This is an optimization exercise on Yosys and OpenROAD, whose aim is a short achievable clock period and few clock cycles, not a production implementation. The RTL was checked by simulation tests, not by an equivalence proof against the original design. Power and IR drop assume default switching activity.

--- flow/constraint.sdc ---
create_clock -name core_clock -period 5.5 [get_ports {clock}]
set_input_delay 1.1000 -clock core_clock [delete_from_list [all_inputs] [get_ports {clock}]]
set_output_delay 1.1000 -clock core_clock [all_outputs]
set_load 0.01 [all_outputs]
--- flow/design.v ---
`default_nettype none
package isaPkg;
    localparam int wordWidth    = 32;
    localparam int regAddrWidth = 5;
    localparam int opWidth      = 5;
    localparam logic [opWidth-1:0] opAlu  = 5'd0;
    localparam logic [opWidth-1:0] opJ    = 5'd1;
    localparam logic [opWidth-1:0] opBne  = 5'd2;
    localparam logic [opWidth-1:0] opJal  = 5'd3;
    localparam logic [opWidth-1:0] opJr   = 5'd4;
    localparam logic [opWidth-1:0] opAddi = 5'd5;
    localparam logic [opWidth-1:0] opBlt  = 5'd6;
    localparam logic [opWidth-1:0] opSw   = 5'd7;
    localparam logic [opWidth-1:0] opLw   = 5'd8;
endpackage
`default_nettype wire
`default_nettype none
module instrDecoder (
    input  logic [31:0] instr,
    output logic [4:0]  readA,       
    output logic [4:0]  readB,       
    output logic        usesA,       
    output logic        usesB,       
    output logic        immB,        
    output logic [4:0]  dest,
    output logic        writes,      
    output logic        isLoad,
    output logic        isStore,
    output logic        isBne,
    output logic        isBlt,
    output logic        isJump,      
    output logic        isJal,
    output logic        isJr,
    output logic [5:0]  aluSel       
);
    logic [4:0] op, rd, funct;
    logic       isAlu, isAddi;
    assign op    = instr[31:27];
    assign rd    = instr[26:22];
    assign funct = instr[6:2];
    assign readA = instr[21:17];
    assign readB = op[1] ? rd : (op[2] ? rd : instr[16:12]);
    assign isAlu   = (op == isaPkg::opAlu);
    assign isAddi  = (op == isaPkg::opAddi);
    assign isLoad  = (op == isaPkg::opLw);
    assign isStore = (op == isaPkg::opSw);
    assign isBne   = (op == isaPkg::opBne);
    assign isBlt   = (op == isaPkg::opBlt);
    assign isJal   = (op == isaPkg::opJal);
    assign isJump  = (op == isaPkg::opJ) || isJal;
    assign isJr    = (op == isaPkg::opJr);
    assign usesA = isAlu || isAddi || isLoad || isStore || isBne || isBlt;
    assign usesB = isAlu || isBne || isBlt || isJr;
    assign immB  = isAddi || isLoad || isStore;
    assign dest   = isJal ? 5'd31 : rd;
    assign writes = (isAlu || isAddi || isLoad || isJal) && (dest != 5'd0);
    always_comb begin
        aluSel = 6'b000001;
        if (isAlu) begin
            case (funct)
                5'd1:    aluSel = 6'b000010;
                5'd2:    aluSel = 6'b000100;
                5'd3:    aluSel = 6'b001000;
                5'd4:    aluSel = 6'b010000;
                5'd5:    aluSel = 6'b100000;
                default: aluSel = 6'b000001;
            endcase
        end
    end
endmodule
`default_nettype wire
`default_nettype none
module alu (
    input  logic [31:0] opA,
    input  logic [31:0] opB,         
    input  logic        sub,         
    input  logic [3:0]  logicSel,    
    input  logic [4:0]  shamt,
    output logic [15:0] sumLo,       
    output logic        carry16,
    output logic [15:0] sumHi0,      
    output logic [15:0] sumHi1,      
    output logic [31:0] logicResult
);
    logic [31:0] sra;
    logic        cHi0, cHi1;
    addCarry #(.W(16)) uLo  (.a(opA[15:0]),  .b(opB[15:0]),  .cin(sub),  .sum(sumLo),  .cout(carry16));
    addCarry #(.W(16)) uHi0 (.a(opA[31:16]), .b(opB[31:16]), .cin(1'b0), .sum(sumHi0), .cout(cHi0));
    addCarry #(.W(16)) uHi1 (.a(opA[31:16]), .b(opB[31:16]), .cin(1'b1), .sum(sumHi1), .cout(cHi1));
    assign sra = $signed(opA) >>> shamt;    
    assign logicResult = ({32{logicSel[0]}} & (opA & opB))
                       | ({32{logicSel[1]}} & (opA | opB))
                       | ({32{logicSel[2]}} & (opA << shamt))
                       | ({32{logicSel[3]}} & sra);
endmodule
module addCarry #(
    parameter int W = 32
) (
    input  logic [W-1:0] a,
    input  logic [W-1:0] b,
    input  logic         cin,
    output logic [W-1:0] sum,
    output logic         cout
);
    logic [W+1:0] sumWide;
    assign sumWide = {1'b0, a, 1'b1} + {1'b0, b, cin};
    assign sum     = sumWide[W:1];
    assign cout    = sumWide[W+1];
endmodule
module ownedAdd (
    input  logic [21:0] a,
    input  logic [7:0]  d,
    input  logic        cin,
    output logic [21:0] sum
);
    logic [13:0] hiP1, hiM1;
    logic        c8, cP1, cM1;
    addCarry #(.W(8))  uLo  (.a(a[7:0]),  .b(d),         .cin(cin),  .sum(sum[7:0]), .cout(c8));
    addCarry #(.W(14)) uInc (.a(a[21:8]), .b(14'd0),     .cin(1'b1), .sum(hiP1),     .cout(cP1));
    addCarry #(.W(14)) uDec (.a(a[21:8]), .b(14'h3fff),  .cin(1'b0), .sum(hiM1),     .cout(cM1));
    assign sum[21:8] = (c8 == d[7]) ? a[21:8] : (c8 ? hiP1 : hiM1);
endmodule
module notEqual (
    input  logic [31:0] a,
    input  logic [31:0] b,
    output logic        ne
);
    assign ne = |(a ^ b);
endmodule
module lessThan (
    input  logic [31:0] a,
    input  logic [31:0] b,
    output logic        lt
);
    logic [31:0] ua, ub;
    logic [5:0][31:0] l, e;
    assign ua = {~a[31], a[30:0]};
    assign ub = {~b[31], b[30:0]};
    assign l[0] = ~ua & ub;
    assign e[0] = ~(ua ^ ub);
    for (genvar k = 1; k <= 5; k++) begin : level
        for (genvar i = 0; i < (32 >> k); i++) begin : pair
            assign l[k][i] = l[k-1][2*i+1] | (e[k-1][2*i+1] & l[k-1][2*i]);
            assign e[k][i] = e[k-1][2*i+1] & e[k-1][2*i];
        end
        assign l[k][31:(32 >> k)] = '0;
        assign e[k][31:(32 >> k)] = '0;
    end
    assign lt = l[5][0];
endmodule
`default_nettype wire
`default_nettype none
module processor (
    input  logic                            clock,
    input  logic                            rst,
    output logic [isaPkg::wordWidth-1:0]    address_imem,
    input  logic [isaPkg::wordWidth-1:0]    q_imem,
    output logic [isaPkg::wordWidth-1:0]    address_dmem,
    output logic [isaPkg::wordWidth-1:0]    data,
    output logic                            wren,
    input  logic [isaPkg::wordWidth-1:0]    q_dmem,
    output logic                            ctrl_writeEnable,
    output logic [isaPkg::regAddrWidth-1:0] ctrl_writeReg,
    output logic [isaPkg::regAddrWidth-1:0] ctrl_readRegA,
    output logic [isaPkg::regAddrWidth-1:0] ctrl_readRegB,
    output logic [isaPkg::wordWidth-1:0]    data_writeReg,
    input  logic [isaPkg::wordWidth-1:0]    data_readRegA,
    input  logic [isaPkg::wordWidth-1:0]    data_readRegB
);
    logic [31:0] pc1, ras;
    logic [31:0] fImm;
    logic [4:0]  fReadA, fReadB, fDest;
    logic        fUsesA, fUsesB, fImmB, fWrites, fIsLoad, fIsStore;
    logic        fIsBne, fIsBlt, fIsJump, fIsJal, fIsJr, fPredTaken;
    logic [5:0]  fAluSel;
    logic        redirect;
    logic [9:0]  redirectLo;
    logic [21:0] redirectHi;
    logic [7:0]  redirectD, redirectDP1;
    logic        redirectC;
    instrDecoder uDecode (
        .instr(q_imem), .readA(fReadA), .readB(fReadB), .usesA(fUsesA), .usesB(fUsesB),
        .immB(fImmB), .dest(fDest), .writes(fWrites), .isLoad(fIsLoad), .isStore(fIsStore),
        .isBne(fIsBne), .isBlt(fIsBlt), .isJump(fIsJump), .isJal(fIsJal), .isJr(fIsJr),
        .aluSel(fAluSel)
    );
    logic [9:0]  pcLo;
    logic [21:0] pcHi, pcTrueHi, pcTrueHi1;
    logic [7:0]  pcD, pcDP1;
    logic        pcC;
    assign address_imem = {pcHi, pcLo};
    ownedAdd uTrueHi  (.a(pcHi), .d(pcD),   .cin(pcC), .sum(pcTrueHi));
    ownedAdd uTrueHi1 (.a(pcHi), .d(pcDP1), .cin(pcC), .sum(pcTrueHi1));
    logic [9:0]  lo1, tgtLo;
    logic        c1, cTgt;
    logic [7:0]  fImmD, fImmDP1;            
    logic        cImmD;
    addCarry #(.W(10)) uLo1   (.a(pcLo), .b(10'd0),       .cin(1'b1), .sum(lo1),   .cout(c1));
    addCarry #(.W(10)) uTgtLo (.a(pcLo), .b(q_imem[9:0]), .cin(1'b1), .sum(tgtLo), .cout(cTgt));
    assign fImmD = {q_imem[16], q_imem[16:10]};
    addCarry #(.W(8))  uImmD  (.a(fImmD), .b(8'd0), .cin(1'b1), .sum(fImmDP1), .cout(cImmD));
    assign fImm = {{15{q_imem[16]}}, q_imem[16:0]};
    assign pc1  = {c1 ? pcTrueHi1 : pcTrueHi, lo1};
    logic [7:0]  bhtValid, bhtTaken;
    logic        fBltGuess;
    assign fBltGuess  = bhtValid[pcLo[2:0]] ? bhtTaken[pcLo[2:0]] : q_imem[16];
    assign fPredTaken = fIsBne || (fIsBlt && fBltGuess);
    logic [9:0]  fNextLo;
    logic [21:0] fNextHi;
    logic [7:0]  fNextD, fNextDP1;
    logic        fNextC;
    always_comb begin
        fNextD   = 8'd0;
        fNextDP1 = 8'd1;
        if (fIsJump) begin
            fNextLo = q_imem[9:0];   fNextHi = {5'd0, q_imem[26:10]};  fNextC = 1'b0;
        end else if (fIsJr) begin
            fNextLo = ras[9:0];      fNextHi = ras[31:10];             fNextC = 1'b0;
        end else if (fPredTaken) begin
            fNextLo = tgtLo;         fNextHi = pcTrueHi;               fNextC = cTgt;
            fNextD  = fImmD;         fNextDP1 = fImmDP1;
        end else begin
            fNextLo = lo1;           fNextHi = pcTrueHi;               fNextC = c1;
        end
    end
    always_ff @(posedge clock) begin
        if (rst || redirect) begin
            pcLo  <= rst ? 10'd0 : redirectLo;
            pcHi  <= rst ? 22'd0 : redirectHi;
            pcD   <= rst ? 8'd0  : redirectD;
            pcDP1 <= rst ? 8'd1  : redirectDP1;
            pcC   <= rst ? 1'b0  : redirectC;
        end else begin
            pcLo  <= fNextLo;
            pcHi  <= fNextHi;
            pcD   <= fNextD;
            pcDP1 <= fNextDP1;
            pcC   <= fNextC;
        end
    end
    always_ff @(posedge clock) begin
        if (rst)         ras <= '0;
        else if (fIsJal) ras <= pc1;     
    end
    logic        xBubble, xLive;
    logic        xWrites, xIsLoad, xIsStore, xIsBne, xIsBlt, xIsJr, xPredTaken;
    logic        xIsAdd, xSub, xUseK, xIsJal;
    logic [4:0]  xDest, xShamt, xPortA, xPortB;
    logic [2:0]  xBhtIdx;
    logic [3:0]  xLogicSel;
    logic [31:0] xK;                        
    logic [9:0]  xAltLo;
    logic [21:0] xAltHi;
    logic [7:0]  xAltD, xAltDP1;
    logic        xAltC;
    always_ff @(posedge clock) begin
        xBubble <= rst || redirect;
    end
    always_ff @(posedge clock) begin
        xWrites    <= fWrites;
        xIsLoad    <= fIsLoad;
        xIsStore   <= fIsStore;
        xIsBne     <= fIsBne;
        xIsBlt     <= fIsBlt;
        xIsJr      <= fIsJr;
        xPredTaken <= fPredTaken;
        xBhtIdx    <= pcLo[2:0];
        xIsAdd     <= !(|fAluSel[5:2]) && !fIsJal;
        xSub       <= fAluSel[1];
        xUseK      <= fImmB;
        xIsJal     <= fIsJal;
        xDest      <= fDest;
        xShamt     <= q_imem[11:7];
        xLogicSel  <= fAluSel[5:2];
        xPortA     <= fReadA;
        xPortB     <= fReadB;
        xK         <= fIsJal ? pc1 : fImm;
        xAltD   <= 8'd0;
        xAltDP1 <= 8'd1;
        if (fIsJr) begin
            xAltHi <= ras[31:10];  xAltLo <= ras[9:0];  xAltC <= 1'b0;
        end else if (fPredTaken) begin
            xAltHi <= pcTrueHi;    xAltLo <= lo1;       xAltC <= c1;
        end else begin
            xAltHi <= pcTrueHi;    xAltLo <= tgtLo;     xAltC <= cTgt;
            xAltD  <= fImmD;       xAltDP1 <= fImmDP1;
        end
    end
    assign xLive         = !xBubble;
    assign ctrl_readRegA = xPortA;         
    assign ctrl_readRegB = xPortB;         
    logic [31:0] opA, opB, logicResult;
    logic [15:0] sumLo, sumHi0, sumHi1;
    logic        carry16;
    assign opA = data_readRegA;
    assign opB = xUseK ? xK : (xSub ? ~data_readRegB : data_readRegB);
    alu uAlu (
        .opA(opA), .opB(opB), .sub(xSub), .logicSel(xLogicSel), .shamt(xShamt),
        .sumLo(sumLo), .carry16(carry16), .sumHi0(sumHi0), .sumHi1(sumHi1),
        .logicResult(logicResult)
    );
    logic [31:0] addr;
    logic        cAddr;
    addCarry #(.W(32)) uAddr (.a(data_readRegA), .b(xK), .cin(1'b0), .sum(addr), .cout(cAddr));
    logic ne, lt, neJr, brMiss, jrMiss, bltMiss, mBltMiss, xGo;
    notEqual uNe   (.a(data_readRegA), .b(data_readRegB), .ne(ne));
    notEqual uNeJr (.a(data_readRegB), .b({xAltHi, xAltLo}), .ne(neJr));
    lessThan uLt   (.a(data_readRegB), .b(data_readRegA), .lt(lt));
    assign xGo     = xLive && !mBltMiss;     
    assign brMiss  = xIsBne && !ne;
    assign jrMiss  = xIsJr && neJr;
    assign bltMiss = xIsBlt && (lt != xPredTaken);
    logic kBneT, kBneN, kJr;
    always_ff @(posedge clock) begin
        kBneT <= !rst && !redirect && !(xGo && bltMiss) && fIsBne &&  fPredTaken;
        kBneN <= !rst && !redirect && !(xGo && bltMiss) && fIsBne && !fPredTaken;
        kJr   <= !rst && !redirect && !(xGo && bltMiss) && fIsJr;
    end
    assign redirect    = mBltMiss || (kBneT && !ne) || (kBneN && ne) || (kJr && neJr);
    always_comb begin
        if (mBltMiss) begin
            redirectLo = mAltLo;  redirectHi = mAltHi;  redirectC = mAltC;
            redirectD  = mAltD;   redirectDP1 = mAltDP1;
        end else if (xIsJr) begin
            redirectLo = data_readRegB[9:0];  redirectHi = data_readRegB[31:10];  redirectC = 1'b0;
            redirectD  = 8'd0;    redirectDP1 = 8'd1;
        end else begin
            redirectLo = xAltLo;  redirectHi = xAltHi;  redirectC = xAltC;
            redirectD  = xAltD;   redirectDP1 = xAltDP1;
        end
    end
    logic        mWrites, mIsLoad, mIsStore, mIsAdd;
    logic [4:0]  mDest;
    logic [31:0] mLog, mStore;
    logic [15:0] mLo, mHi0, mHi1;
    logic        mC16;
    logic [31:0] mAddr;
    logic        mSelLo, mSelHi0, mSelHi1, mSelLog;   
    logic [9:0]  mAltLo;
    logic [21:0] mAltHi;
    logic [7:0]  mAltD, mAltDP1;
    logic        mAltC;
    logic        mBltDone, mBltTaken;
    logic [2:0]  mBhtIdx;
    always_ff @(posedge clock) begin
        if (rst) begin
            mWrites  <= 1'b0;
            mIsLoad  <= 1'b0;
            mIsStore <= 1'b0;
            mBltMiss <= 1'b0;
            mBltDone <= 1'b0;
        end else begin
            mWrites  <= xGo && xWrites;
            mIsLoad  <= xGo && xIsLoad;
            mIsStore <= xGo && xIsStore;
            mBltMiss <= xGo && bltMiss;
            mBltDone <= xGo && xIsBlt;
        end
    end
    always_ff @(posedge clock) begin
        mDest   <= xDest;
        mIsAdd  <= xIsAdd;
        mLo     <= sumLo;
        mHi0    <= sumHi0;
        mHi1    <= sumHi1;
        mC16    <= carry16;
        mAddr   <= addr;
        mSelLo  <= !xIsLoad &&  xIsAdd;
        mSelHi0 <= !xIsLoad &&  xIsAdd && !carry16;
        mSelHi1 <= !xIsLoad &&  xIsAdd &&  carry16;
        mSelLog <= !xIsLoad && !xIsAdd;
        mLog    <= logicResult | ({32{xIsJal}} & xK);    
        mStore  <= data_readRegB;
        mAltLo  <= xAltLo;
        mAltHi  <= xAltHi;
        mAltD   <= xAltD;
        mAltDP1 <= xAltDP1;
        mAltC   <= xAltC;
        mBltTaken <= lt;
        mBhtIdx   <= xBhtIdx;
    end
    always_ff @(posedge clock) begin
        if (rst) begin
            bhtValid <= '0;
        end else if (mBltDone) begin
            bhtValid[mBhtIdx] <= 1'b1;
        end
    end
    always_ff @(posedge clock) begin
        if (mBltDone) bhtTaken[mBhtIdx] <= mBltTaken;
    end
    assign address_dmem     = mAddr;
    assign data             = mStore;
    assign wren             = mIsStore;
    assign ctrl_writeEnable = mWrites;
    assign ctrl_writeReg    = mDest;
    assign data_writeReg    = ({32{mIsLoad}} & q_dmem)
                            | {({16{mSelHi0}} & mHi0) | ({16{mSelHi1}} & mHi1), {16{mSelLo}} & mLo}
                            | ({32{mSelLog}} & mLog);
endmodule
`default_nettype wire
--- flow/run.sh ---
#!/bin/bash
# synth_recipe.tcl (not shown) runs the flow's synth.tcl, then flattens the netlist and writes it again
# the make line also repeats each setting of config.mk as NAME=value (left out here)
make -C /OpenROAD-flow-scripts/flow DESIGN_CONFIG=/design/flow/config.mk WORK_HOME=/design/flow/orfs CLKGATE_MAP_FILE= SYNTH_SCRIPT=/design/flow/synth_recipe.tcl finish
--- flow/config.mk ---
export PLATFORM = sky130hd
export DESIGN_NAME = processor
export DESIGN_NICKNAME = processor
export VERILOG_FILES = /design/flow/design.v
export SDC_FILE = /design/flow/constraint.sdc
export NUM_CORES = 4
export LEC_CHECK = 0
export CAP_MARGIN = 20
export CORE_MARGIN = 2
export CORE_UTILIZATION = 40
export SETUP_SLACK_MARGIN = 3.0
export SLEW_MARGIN = 20
export SYNTH_HIERARCHICAL = 1
==> run notes, run 1 <==
Die X=280 µm; Mean Syn Cell Area=8.97 µm²; delay-heaviest family, CP=simple AND/OR/NAND/NOR gates; Final Max Slew Viols=0; Clock Tree Root=clkbuf_16; routed len/inst=25.8 µm; # rows=101; grt ovf=0; met1 usage in global routing=41.6%; nets@finish=4388; Die Ht=280 µm; Die Footprint=0.0782 mm²; clock-pin slew on the worst setup and hold paths=0.07 ns; detailed-router iteration count before antenna repair=6; cell count after synthesis=3389; Total GRT Usage=31.2%; largest net degree at the start of global routing=57; hold buffers post-CTS=0; final instance area=0.0437 mm²; crit share post-route=54.8%; Num CTS Buffers=50; number of cells on the worst hold path=0; total wire length=130000 µm; vias in the first global route=28600; relative slew slack=32.0%; Via density=6.00; required time of the critical path=6.05 ns; Hold WC Path Type=flip-flop to flip-flop; fmax=332 MHz; M2 GR Usage=50.1%; share of cells above drive strength 1=36.1%; area added between synthesis and finish=43.8%; CTS sink count=427; Max IR drop VDD=0.251 mV; Leakage Power=18.3 nW; Final Hold Violating Endpoints=0; total negative slack=0 ns; met3 Use GR=5.60%; DP HPWL=86900 µm; # DRC=0; Final setup viols=0; routed via count=30300; CP Data Arrival Time=3.56 ns; MaxCap Viol Count=0; RSZ-0062 raised after global routing=yes; worst-margin pin slew=1.01 ns; Synth Warn #=8; Worst Path Class, Setup=primary input to flip-flop; pwr/cell area=325 mW/mm²; final period demand of the worst path=3.02 ns; status=complete, no violations; CTS tree=done; Worst Skew=0.0406 ns; r2r worst-path depth=12; Post-DRT Antenna Nets=0; crit path max fanout=7; crit path buf inv count=5; initial antenna violation count=10; Levels on crit path=13; crit start category=primary input; Final GP Congestion=1.00; Post-Syn Area=0.0304 mm²; DP Area=0.0351 mm²; crit path cell chain=buf_2 > xnor2_1 > nand4_1 > nor4_1 > nand2_1 > mux2_4 > nor2_4 > inv_4 > buf_6 > buf_12 > buf_16 > o22ai_1 > a311o_1; GR peak layer=met2; Worst path max stage delay=0.37 ns; starting density of the core=40.2%; # IOs=275; CP max stage cell=mux2_4; I/O Buffers=274; CP Capture Type=flip-flop; Core Footprint=0.0756 mm²; Pwr Total=0.0142 W; Iter 0 DRT Violations=3148; CTS Buffer Depth=3; worst skew pair latency=0.63 ns; H-tree levels=2; first-pass GRT wire length=184000 µm
-- layer usage --
| layer | vias to the layer above | wire [µm] |
|---|---|---|
| met5 | - | 47 |
| met4 | 6 | 6100 |
| met3 | 330 | 11700 |
| met2 | 1491 | 59100 |
| met1 | 14700 | 53200 |
| li1 | 13700 | - |
-- registers in the layout, indices dropped and copies added, names as in the netlist, 10 cells and up --
signal,cells
pcLo,10
mHi1,16
ras,32
mAddr,32
xAltLo,10
mHi0,16
mLog,32
mAltLo,10
xK,32
mLo,16
xAltHi,22
mAltHi,22
mStore,32
pcHi,22
-- through the flow --
stage | utilization (%) | instances | setup WS [ns] | hold slack (ns)
after floorplan | - | 3487 | 2.49 | 0.310
after global placement | 46.4 | 4632 | 1.08 | 0.310
after detailed placement | 46.4 | 4632 | 1.08 | 0.314
after CTS | 54.3 | 4935 | 2.50 | 0.329
after global routing | 57.8 | 5052 | 2.41 | 0.335
final | 57.8 | 5053 | 2.48 | 0.327
-- what timing repair did --
| item | 4_1_cts | 5_1_grt |
|---|---|---|
| pin swaps | 276 | 223 |
| endpoints found under the setup margin | 419 | 244 |
| setup buffers | 192 | 104 |
| cloned | 18 | 10 |
| gates resized for setup | 1343 | 355 |
-- cell type report --
type,count,area [µm²]
Tap cell,978,1220
Timing Repair Buffer,666,6660
Timing Repair inverter,1,7.51
Sequential cell,427,8770
Antenna cell,4,10.0
Multi-Input combinational cell,2755,24800
Clock inverter,29,322
Fill cell,6503,31900
Clock buffer,64,1430
Inverter,129,509
-- placed cells by master (no fill, tap or decap), drive strengths merged, types with 114 or more instances in the layout --
cell         instances
buf                507
dfxtp              419
nand2              254
nor2               240
ha                 215
mux2i              207
o21ai              199
a21oi              198
xnor2              195
inv                132
dlygate4sd2        116
nand3              114
-- report_power, final --
group	internal, W	leakage (nW)	switching, W	total (W)
registers	0.00370	3.58	0.000514	0.00422
logic	0.00303	13.9	0.00341	0.00644
clock network	0.00205	0.845	0.00150	0.00355
total	0.00878	18.3	0.00542	0.0142
-- final timing paths --
path                     startpoint          to  slack [ns]
setup / recovery  data_readRegA[29]     pcLo[6]        2.48
hold / removal           xBhtIdx[2]  mBhtIdx[2]        0.33
setup reg to reg            pcHi[0]    pcHi[18]        2.79
hold reg to reg          xBhtIdx[2]  mBhtIdx[2]        0.33
Testbench counts, summed over its fixed seeds: cycles 12,558.
==> run 2: changes to the inputs <==
--- a/flow/design.v
+++ b/flow/design.v
@@ -120,6 +120,18 @@
     addCarry #(.W(14)) uDec (.a(a[21:8]), .b(14'h3fff),  .cin(1'b0), .sum(hiM1),     .cout(cM1));
     assign sum[21:8] = (c8 == d[7]) ? a[21:8] : (c8 ? hiP1 : hiM1);
 endmodule
+module latePick #(
+    parameter int W = 49
+) (
+    input  logic [W-1:0] a,
+    input  logic [W-1:0] b,
+    input  logic [W-1:0] c,
+    input  logic         selA,
+    input  logic         selB,
+    output logic [W-1:0] y
+);
+    assign y = selA ? a : (selB ? b : c);
+endmodule
 module notEqual (
     input  logic [31:0] a,
     input  logic [31:0] b,
@@ -200,11 +212,21 @@
     assign fImmD = {q_imem[16], q_imem[16:10]};
     addCarry #(.W(8))  uImmD  (.a(fImmD), .b(8'd0), .cin(1'b1), .sum(fImmDP1), .cout(cImmD));
     assign fImm = {{15{q_imem[16]}}, q_imem[16:0]};
+    logic [31:0] fNegImm;
+    logic        cNeg;
+    addCarry #(.W(32)) uNegImm (.a(~fImm), .b(32'd0), .cin(1'b1), .sum(fNegImm), .cout(cNeg));
     assign pc1  = {c1 ? pcTrueHi1 : pcTrueHi, lo1};
     logic [7:0]  bhtValid, bhtTaken;
     logic        fBltGuess;
     assign fBltGuess  = bhtValid[pcLo[2:0]] ? bhtTaken[pcLo[2:0]] : q_imem[16];
-    assign fPredTaken = fIsBne || (fIsBlt && fBltGuess);
+    logic        fFused, fFusedTaken, xAddiW, eqNegK;
+    logic [31:0] xNegK;
+    assign fFused = xAddiW && fIsBne && q_imem[26:22] == xDest && q_imem[21:17] == 5'd0;
+    notEqual uNegK (.a(data_readRegA), .b(xNegK), .ne(fFusedTaken));
+    logic        fPredNorm, fOvr;
+    assign fPredNorm  = fIsBne || (fIsBlt && fBltGuess);    
+    assign fOvr       = fFused && !fFusedTaken;              
+    assign fPredTaken = fPredNorm && !fOvr;
     logic [9:0]  fNextLo;
     logic [21:0] fNextHi;
     logic [7:0]  fNextD, fNextDP1;
@@ -216,32 +238,35 @@
             fNextLo = q_imem[9:0];   fNextHi = {5'd0, q_imem[26:10]};  fNextC = 1'b0;
         end else if (fIsJr) begin
             fNextLo = ras[9:0];      fNextHi = ras[31:10];             fNextC = 1'b0;
-        end else if (fPredTaken) begin
+        end else if (fPredNorm) begin
             fNextLo = tgtLo;         fNextHi = pcTrueHi;               fNextC = cTgt;
             fNextD  = fImmD;         fNextDP1 = fImmDP1;
         end else begin
             fNextLo = lo1;           fNextHi = pcTrueHi;               fNextC = c1;
         end
     end
+    logic [48:0] pcPicked;
+    latePick #(.W(27)) uPcPickLo (
+        .a({redirectLo, redirectD, redirectDP1, redirectC}),
+        .b({lo1, 8'd0, 8'd1, c1}),
+        .c({fNextLo, fNextD, fNextDP1, fNextC}),
+        .selA(redirect), .selB(fOvr),
+        .y({pcPicked[48:39], pcPicked[16:0]})
+    );
+    assign pcPicked[38:17] = redirect ? redirectHi : fNextHi;
     always_ff @(posedge clock) begin
-        if (rst || redirect) begin
-            pcLo  <= rst ? 10'd0 : redirectLo;
-            pcHi  <= rst ? 22'd0 : redirectHi;
-            pcD   <= rst ? 8'd0  : redirectD;
-            pcDP1 <= rst ? 8'd1  : redirectDP1;
-            pcC   <= rst ? 1'b0  : redirectC;
+        if (rst) begin
+            pcLo  <= '0;
+            pcHi  <= '0;
+            pcD   <= '0;
+            pcDP1 <= 8'd1;
+            pcC   <= 1'b0;
+            ras   <= '0;
         end else begin
-            pcLo  <= fNextLo;
-            pcHi  <= fNextHi;
-            pcD   <= fNextD;
-            pcDP1 <= fNextDP1;
-            pcC   <= fNextC;
+            {pcLo, pcHi, pcD, pcDP1, pcC} <= pcPicked;
+            if (fIsJal) ras <= pc1;      
         end
     end
-    always_ff @(posedge clock) begin
-        if (rst)         ras <= '0;
-        else if (fIsJal) ras <= pc1;     
-    end
     logic        xBubble, xLive;
     logic        xWrites, xIsLoad, xIsStore, xIsBne, xIsBlt, xIsJr, xPredTaken;
     logic        xIsAdd, xSub, xUseK, xIsJal;
@@ -253,9 +278,21 @@
     logic [21:0] xAltHi;
     logic [7:0]  xAltD, xAltDP1;
     logic        xAltC;
+    logic [9:0]  xTgtLo;
+    logic [7:0]  xTgtD, xTgtDP1;
+    logic        xTgtC, xOvr;
+    logic [9:0]  altLo;
+    logic [7:0]  altD, altDP1;
+    logic        altC;
     always_ff @(posedge clock) begin
         xBubble <= rst || redirect;
     end
+    logic [48:0] altNorm;
+    always_comb begin
+        if (fIsJr)          altNorm = {ras[9:0], ras[31:10], 8'd0, 8'd1, 1'b0};
+        else if (fPredNorm) altNorm = {lo1, pcTrueHi, 8'd0, 8'd1, c1};
+        else                altNorm = {tgtLo, pcTrueHi, fImmD, fImmDP1, cTgt};
+    end
     always_ff @(posedge clock) begin
         xWrites    <= fWrites;
         xIsLoad    <= fIsLoad;
@@ -266,6 +303,8 @@
         xPredTaken <= fPredTaken;
         xBhtIdx    <= pcLo[2:0];
         xIsAdd     <= !(|fAluSel[5:2]) && !fIsJal;
+        xAddiW     <= fWrites && q_imem[31:27] == isaPkg::opAddi;
+        xNegK      <= fNegImm;
         xSub       <= fAluSel[1];
         xUseK      <= fImmB;
         xIsJal     <= fIsJal;
@@ -275,18 +314,13 @@
         xPortA     <= fReadA;
         xPortB     <= fReadB;
         xK         <= fIsJal ? pc1 : fImm;
-        xAltD   <= 8'd0;
-        xAltDP1 <= 8'd1;
-        if (fIsJr) begin
-            xAltHi <= ras[31:10];  xAltLo <= ras[9:0];  xAltC <= 1'b0;
-        end else if (fPredTaken) begin
-            xAltHi <= pcTrueHi;    xAltLo <= lo1;       xAltC <= c1;
-        end else begin
-            xAltHi <= pcTrueHi;    xAltLo <= tgtLo;     xAltC <= cTgt;
-            xAltD  <= fImmD;       xAltDP1 <= fImmDP1;
-        end
+        {xAltLo, xAltHi, xAltD, xAltDP1, xAltC} <= altNorm;
+        {xTgtLo, xTgtD, xTgtDP1, xTgtC}         <= {tgtLo, fImmD, fImmDP1, cTgt};
+        xOvr       <= fOvr;
     end
     assign xLive         = !xBubble;
+    assign {altLo, altD, altDP1, altC} = xOvr ? {xTgtLo, xTgtD, xTgtDP1, xTgtC}
+                                              : {xAltLo, xAltD, xAltDP1, xAltC};
     assign ctrl_readRegA = xPortA;         
     assign ctrl_readRegB = xPortB;         
     logic [31:0] opA, opB, logicResult;
@@ -299,24 +333,15 @@
         .sumLo(sumLo), .carry16(carry16), .sumHi0(sumHi0), .sumHi1(sumHi1),
         .logicResult(logicResult)
     );
-    logic [31:0] addr;
-    logic        cAddr;
-    addCarry #(.W(32)) uAddr (.a(data_readRegA), .b(xK), .cin(1'b0), .sum(addr), .cout(cAddr));
     logic ne, lt, neJr, brMiss, jrMiss, bltMiss, mBltMiss, xGo;
     notEqual uNe   (.a(data_readRegA), .b(data_readRegB), .ne(ne));
     notEqual uNeJr (.a(data_readRegB), .b({xAltHi, xAltLo}), .ne(neJr));
     lessThan uLt   (.a(data_readRegB), .b(data_readRegA), .lt(lt));
     assign xGo     = xLive && !mBltMiss;     
-    assign brMiss  = xIsBne && !ne;
+    assign brMiss  = xIsBne && (ne != xPredTaken);
     assign jrMiss  = xIsJr && neJr;
     assign bltMiss = xIsBlt && (lt != xPredTaken);
-    logic kBneT, kBneN, kJr;
-    always_ff @(posedge clock) begin
-        kBneT <= !rst && !redirect && !(xGo && bltMiss) && fIsBne &&  fPredTaken;
-        kBneN <= !rst && !redirect && !(xGo && bltMiss) && fIsBne && !fPredTaken;
-        kJr   <= !rst && !redirect && !(xGo && bltMiss) && fIsJr;
-    end
-    assign redirect    = mBltMiss || (kBneT && !ne) || (kBneN && ne) || (kJr && neJr);
+    assign redirect    = mBltMiss || (xGo && (brMiss || jrMiss));
     always_comb begin
         if (mBltMiss) begin
             redirectLo = mAltLo;  redirectHi = mAltHi;  redirectC = mAltC;
@@ -325,8 +350,8 @@
             redirectLo = data_readRegB[9:0];  redirectHi = data_readRegB[31:10];  redirectC = 1'b0;
             redirectD  = 8'd0;    redirectDP1 = 8'd1;
         end else begin
-            redirectLo = xAltLo;  redirectHi = xAltHi;  redirectC = xAltC;
-            redirectD  = xAltD;   redirectDP1 = xAltDP1;
+            redirectLo = altLo;   redirectHi = xAltHi;  redirectC = altC;
+            redirectD  = altD;    redirectDP1 = altDP1;
         end
     end
     logic        mWrites, mIsLoad, mIsStore, mIsAdd;
@@ -334,7 +359,6 @@
     logic [31:0] mLog, mStore;
     logic [15:0] mLo, mHi0, mHi1;
     logic        mC16;
-    logic [31:0] mAddr;
     logic        mSelLo, mSelHi0, mSelHi1, mSelLog;   
     logic [9:0]  mAltLo;
     logic [21:0] mAltHi;
@@ -364,18 +388,17 @@
         mHi0    <= sumHi0;
         mHi1    <= sumHi1;
         mC16    <= carry16;
-        mAddr   <= addr;
         mSelLo  <= !xIsLoad &&  xIsAdd;
         mSelHi0 <= !xIsLoad &&  xIsAdd && !carry16;
         mSelHi1 <= !xIsLoad &&  xIsAdd &&  carry16;
         mSelLog <= !xIsLoad && !xIsAdd;
         mLog    <= logicResult | ({32{xIsJal}} & xK);    
         mStore  <= data_readRegB;
-        mAltLo  <= xAltLo;
+        mAltLo  <= altLo;
         mAltHi  <= xAltHi;
-        mAltD   <= xAltD;
-        mAltDP1 <= xAltDP1;
-        mAltC   <= xAltC;
+        mAltD   <= altD;
+        mAltDP1 <= altDP1;
+        mAltC   <= altC;
         mBltTaken <= lt;
         mBhtIdx   <= xBhtIdx;
     end
@@ -389,7 +412,7 @@
     always_ff @(posedge clock) begin
         if (mBltDone) bhtTaken[mBhtIdx] <= mBltTaken;
     end
-    assign address_dmem     = mAddr;
+    assign address_dmem     = {mC16 ? mHi1 : mHi0, mLo};
     assign data             = mStore;
     assign wren             = mIsStore;
     assign ctrl_writeEnable = mWrites;
==> run 2 against run 1 <==
Against the previous run:
- global-route usage fell by 0.60 points
- synthesized area rose by 6.9%
- first-iteration DRC count fell by 4.1%
- critical path depth rose by 1
- sequential power fell by 2%
- non-clock buffer count fell by 19
- power fell by 9.1%
- register-to-register slack got worse by 0.11 ns
==> run notes, run 2 <==
Worst Skew=0.0517 ns (+0.0110 ns); # rows=104 (+3.0%); Iter 0 DRT Violations=3018 (-4.1%); # DRC=0 (unchanged); Post-Syn Area=0.0325 mm² (+6.9%); crit path buf inv count=5 (unchanged); Final Hold Violating Endpoints=0 (unchanged); CTS sink count=453 (+6.1%); crit path max fanout=7 (unchanged); Max IR drop VDD=0.299 mV (+19%); vias in the first global route=29800 (+4.0%); Inst Count DP=4996 (+7.9%); routed len/inst=24.8 µm (-3.5%); first-pass GRT wire length=194000 µm (+5.0%); worst skew pair latency=0.65 ns (+0.02 ns); total wire length=134000 µm (+2.7%); M2 GR Usage=47.7% (-2.5 points); final instance area=0.0455 mm² (+4.2%); commonest non-fill, non-tap cell in the layout=dfxtp_1; Worst path max stage delay=0.30 ns (-0.07 ns); largest net degree at the start of global routing=96 (+68%); Hold WC Path Type=flip-flop to flip-flop; clock-pin slew on the worst setup and hold paths=0.06 ns (about the same); MaxCap Viol Count=0 (unchanged); Hold Crit Endpoint=mBhtIdx[2]; Via density=5.86 (-2.3%); share of cells above drive strength 1=32.9% (-3.2 points); RSZ-0062 raised after global routing=yes; detailed-router iteration count before antenna repair=6 (unchanged); Leakage Power=19.0 nW (+4.1%); routed via count=31500 (+4.0%); DP HPWL=93700 µm (+7.9%); commonest cells after routing, fill and taps aside=dfxtp_1, nand2_1, buf_4, mux2i_1, nor2_1; Mean Syn Cell Area=8.98 µm² (+0.16%); Die Footprint=0.0835 mm² (+6.8%); starting density of the core=40.4% (+0.17 points); r2r worst-path depth=10 (-2); Final GP Congestion=1.03 (+2.8%); relative slew slack=31.0% (-1.1 points); cell count after synthesis=3616 (+6.7%); area added between synthesis and finish=40.2%; Core Footprint=0.0804 mm² (+6.4%); Die Ht=289 µm (+3.3%); worst-margin pin slew=1.03 ns (+0.0258 ns); met1 usage in global routing=42.1% (+0.54 points); Num CTS Buffers=52 (+4.0%); Final Max Slew Viols=0 (unchanged); CP Capture Type=flip-flop; reg2reg end=pcD[4]; H-tree levels=2 (unchanged); delay-heaviest family, CP=simple AND/OR/NAND/NOR gates; Die X=289 µm (+3.3%); Clock Tree Root=clkbuf_16; I/O Buffers=274 (unchanged); crit path cell chain=buf_6 > buf_8 > xnor2_4 > nand4_1 > nor4_2 > nand2_1 > xor2_1 > a22oi_2 > o21bai_4 > buf_12 > buf_12 > buf_12 > nand3b_1 > a21oi_2; GR peak layer=met2; number of cells on the worst hold path=0 (unchanged); initial antenna violation count=5 (-5); hold path start=xBhtIdx[2]; Final setup viols=0 (unchanged); met3 Use GR=5.32% (-0.27 points); total negative slack=0 ns (unchanged); # IOs=275 (unchanged); Worst Path Class, Setup=primary input to flip-flop; Synth Warn #=8 (unchanged); final period demand of the worst path=2.94 ns (-0.0812 ns); DP Area=0.0376 mm² (+7.1%); r2r setup slk=2.68 ns (-0.11 ns); grt ovf=0 (unchanged); Critical Path Most Common Cell=buf_12; required time of the critical path=6.03 ns (-0.02 ns); nets@finish=4634 (+5.6%); worst r2r src=pcLo[0]; crit start category=primary input; final core occ=56.6% (-1.2 points); CP max stage cell=nor4_2; hold buffers post-CTS=0 (unchanged); pwr/cell area=284 mW/mm² (-13%); worst hold margin=0.325 ns (-0.00186 ns); fillcell total=7100 (+9.2%); crit share post-route=53.4% (-1.5 points); fmax=341 MHz (+2.8%); final std cells w/o fill=5379 (+6.5%); Total GRT Usage=30.6% (-0.60 points); status=complete, no violations; CP Data Arrival Time=3.47 ns (-0.09 ns); Post-DRT Antenna Nets=0 (unchanged); CTS Buffer Depth=3 (unchanged); CTS tree=done
run 2: metal layers:
metal / vias to the layer above / wire length [µm]
met5: - / 0
met4: 0 / 6070
met3: 302 / 12000
met2: 1569 / 58500
met1: 15200 / 57100
li1: 14400 / -
run 2: worst max-delay path by stage:
stage                      startpoint  endpoint  cells past startpoint
floorplan                   q_imem[0]   pcLo[9]                     14
global placement    data_readRegA[19]  pcDP1[0]                     11
detailed placement  data_readRegA[25]   pcLo[7]                     12
CTS                  data_readRegA[0]    pcD[2]                     14
global route        data_readRegB[31]   pcHi[8]                     15
finish              data_readRegB[31]  pcHi[18]                     14
run 2: layout make-up:
class / count / area [µm²] / area share (%)
clock inverter: 27 / 372 / 0.817
multi-input combinational: 3000 / 26100 / 57.4
sequential: 453 / 9280 / 20.4
antenna: 1 / 2.50 / 0.00550
tap: 1060 / 1330 / 2.91
timing repair buffer: 647 / 6400 / 14.1
inverter: 123 / 520 / 1.14
clock buffer: 68 / 1500 / 3.29
run 2: timing repair:
action,CTS,global route
pin swaps,202,218
gates cloned,15,6
setup endpoints to repair,414,249
gates resized for setup,1291,416
setup buffers,152,114
run 2: report_power, final:
part	internal, W	total [W]	leakage, nW	switching (W)
Clock	0.00222	0.00372	0.893	0.00151
Sequential	0.00377	0.00414	3.79	0.000370
Combinational	0.00243	0.00505	14.3	0.00261
Total	0.00841	0.0129	19.0	0.00449
run 2: per-stage QoR:
step           total power, W  setup slack, ns
3_3_place_gp          0.00817             1.07
3_5_place_dp          0.00818             1.01
6_report               0.0129             2.56
4_1_cts                0.0123             2.60
2_1_floorplan         0.00675             2.49
5_1_grt                0.0134             2.51
Testbench counts of run 2, summed over its fixed seeds: cycles 12,406.

==> afterwards: timing with drivers on the ports <==
No port has a modelled driver above. Below, the same layouts with a new extraction and two added sets of constraints.
Step 1 assumes that a clkbuf_16 drives the clock port and a buf_2 every other input.
Step 2 also shifts input and output timing later by t, the mid clock arrival at the registers, as if the neighbouring blocks saw the same clock.
Three values: no drivers, after step 1, after step 2; two values: the first two.
| run | t (ns) | setup slack, ns | cell pins on the clock port's net |
|---|---|---|---|
| run 1 | 0.683 | 2.483 / 2.523 / 1.840 | 1 |
| run 2 | 0.691 | 2.565 / 2.585 / 1.906 | 1 |
After both steps setup and hold are still met in every run listed. For run 2, which loses most, drivers alone change the setup slack by +0.020 ns; drivers and shift together by -0.659 ns.
